Context: an optimization exercise on an open-source flow, tuned for small area, a short achievable clock period and few clock cycles per item. The choices shown serve that exercise and are no tape-out recipe. In this exercise RTL edits were held to simulation tests only and were not proved equivalent to the original.

// positional_pid_antiwindup
module positional_pid_antiwindup
#(
  parameter int DATA_WIDTH     = DATA_WIDTH_DEF,
  parameter int GAIN_FRAC_BITS = GAIN_FRAC_BITS_DEF
) (
  input  logic                  clk,
  input  logic                  rst_n,
  input  logic                  cfg_we,
  input  logic [REG_IDX_W-1:0]  cfg_idx,
  input  logic [GAIN_W-1:0]     cfg_wdata,
  input  logic                  in_valid,
  output logic                  in_ready,
  input  logic [DATA_WIDTH-1:0] error_in,
  input  logic [DATA_WIDTH-1:0] target_in,
  input  logic [DATA_WIDTH-1:0] out_limit,
  output logic                  out_valid,
  input  logic                  out_ready,
  output logic [OUT_W-1:0]      control_out
);
  function automatic logic [23:0] booth_enc(input logic [15:0] g);
    logic [16:0] gx;
    logic [7:0]  one, two, neg;
    gx = {g, 1'b0};
    for (int i = 0; i < 8; i++) begin
      one[i] = gx[2*i+1] ^ gx[2*i];
      two[i] = (gx[2*i+2] & ~gx[2*i+1] & ~gx[2*i]) | (~gx[2*i+2] & gx[2*i+1] & gx[2*i]);
      neg[i] = gx[2*i+2];
    end
    booth_enc = {neg, two, one};
  endfunction
  logic [23:0] kp_e, kd_e, kf_e, ki_e;
  logic [15:0] ki_r;
  logic [23:0] wenc;
  logic        ki_wr;
  assign ki_wr = cfg_we && (cfg_idx == 2'd1);
  assign wenc  = booth_enc(cfg_wdata);
  always_ff @(posedge clk) begin
    if (!rst_n) begin
      kp_e <= '0;
      kd_e <= '0;
      kf_e <= '0;
      ki_e <= '0;
      ki_r <= '0;
    end else if (cfg_we) begin
      case (cfg_idx)
        2'd0: kp_e <= wenc;
        2'd1: begin ki_e <= wenc; ki_r <= cfg_wdata; end
        2'd2: kd_e <= wenc;
        default: kf_e <= wenc;
      endcase
    end
  end
  logic        go_r;        
  logic        in_rdy_r;
  logic [1:0]  inj_r;       
  logic        acc;
  logic        s0_v;
  logic [1:0]  s0_k;        
  logic [16:0] s0_x;
  logic [16:0] s0_dt;
  logic [15:0] s0_l;
  logic [15:0] e1_r, t1_r;
  logic [16:0] de_r;
  logic        s1_v;
  logic [1:0]  s1_k;
  logic [47:0] s1_ys, s1_yc, s1_ks, s1_kc;
  logic [15:0] s1_e;
  logic [15:0] s1_off;
  logic        s2_v;
  logic [39:0] s2_sy;
  logic [15:0] s2_noff;
  logic [31:0] integ_r;
  logic [47:0] sy;
  logic        push;
  logic        out_v, sk_v;
  logic [31:0] out_d, sk_d;
  logic [31:0] ctrl;
  logic        head_free;
  ...
For scale: ~10000 cells after synthesis, roughly 580 flip-flops.
export LEC_CHECK = 0
export ABC_AREA = 1
export ABC_CLOCK_PERIOD_IN_PS = 3500
export CAP_MARGIN = 20
export CORE_MARGIN = 2
export CORE_UTILIZATION = 65
export CTS_BUF_LIST = sky130_fd_sc_hd__clkbuf_4 sky130_fd_sc_hd__clkbuf_8
export SLEW_MARGIN = 20
create_clock -name core_clock -period 12.0 [get_ports {clk}]
standard.sh (not shown) runs the stock make flow with config.mk's settings and CLKGATE_MAP_FILE= SYNTH_SCRIPT=/design/flow/synth_recipe.tcl, a recipe that flattens the netlist after the stock synthesis.
==> flow/flow/run.sh <==
#!/bin/bash
# The standard layout, with the full-adder mapping step turned off so ABC
# maps the adder trees itself (the platform's fa/ha cells are slow), and
# timing repair aimed at a setup slack margin, so that repair works on the
# paths that set the achieved period.
set -euo pipefail
bash standard.sh ADDER_MAP_FILE= SETUP_SLACK_MARGIN=7.9 finish > standard_flow.log 2>&1
Testbench counts at the start, summed over its fixed seeds: cycles 8,032, items 8,000.
Rerun with:
- CORE_UTILIZATION: 65 -> 55
What happened: The changed run completed with no timing, DRC or antenna violations. Sequential cell count does not change. Synthesized area stays the same.
Rerun with:
==> flow/flow/run.sh (replaced) <==
#!/bin/bash
# The standard layout (standard synthesis, full adders included), with
# timing repair aimed at a setup slack margin, so that repair works on the
# paths that set the achieved period.
set -euo pipefail
bash standard.sh SETUP_SLACK_MARGIN=7.6 finish > standard_flow.log 2>&1
Worst setup slack got worse by 1600 ps.
Sequential share of layout area goes up by 3.2 points.
Clock-buffer cell count climbs by 8.
Rerun with:
==> flow/flow/run.sh (replaced) <==
#!/bin/bash
# The standard layout, with the full-adder mapping step turned off so ABC
# maps the adder trees itself (the platform's fa/ha cells are slow), and
# timing repair aimed at a setup slack margin, so that repair works on the
# paths that set the achieved period (after global routing only).
set -euo pipefail
bash standard.sh ADDER_MAP_FILE= SETUP_SLACK_MARGIN=7.9 SKIP_CTS_REPAIR_TIMING=1 finish > standard_flow.log 2>&1
After rerunning:
- wire length rises by 31%
- first-iteration DRC count rises by 72%
- sequential cell count does not change
- hold slack is better by 13 ps

## port drivers added, routing unchanged
No port has a modelled driver above. Below, the same layouts with a new extraction and two added sets of constraints.
Step 1, drivers: a clkbuf_16 drives clk and a buf_2 each remaining input, both assumed.
Step 2 moves the port delays by t, midway between the first and last clock arrival at a register: inputs arrive t later, outputs are due t later. That takes back most of the time a late clock gives input paths.
Three values: ideal, step 1, step 2; two values: the first two.
run | t (ns) | setup slack, ns | worst setup path after step 2
the first run | 0.848 | 7.925 / 7.882 / 7.125 | input to register
the second run | 0.836 | 7.962 / 7.894 / 7.242 | input to register
the third run | 0.861 | 6.367 / 6.367 / 6.367 | register to register
the fourth run | 0.828 | 7.925 / 7.896 / 7.145 | input to register
After both steps every run listed still meets setup and hold. For the first run, which loses most, drivers alone change the setup slack by -0.043 ns; drivers and shift together by -0.800 ns.
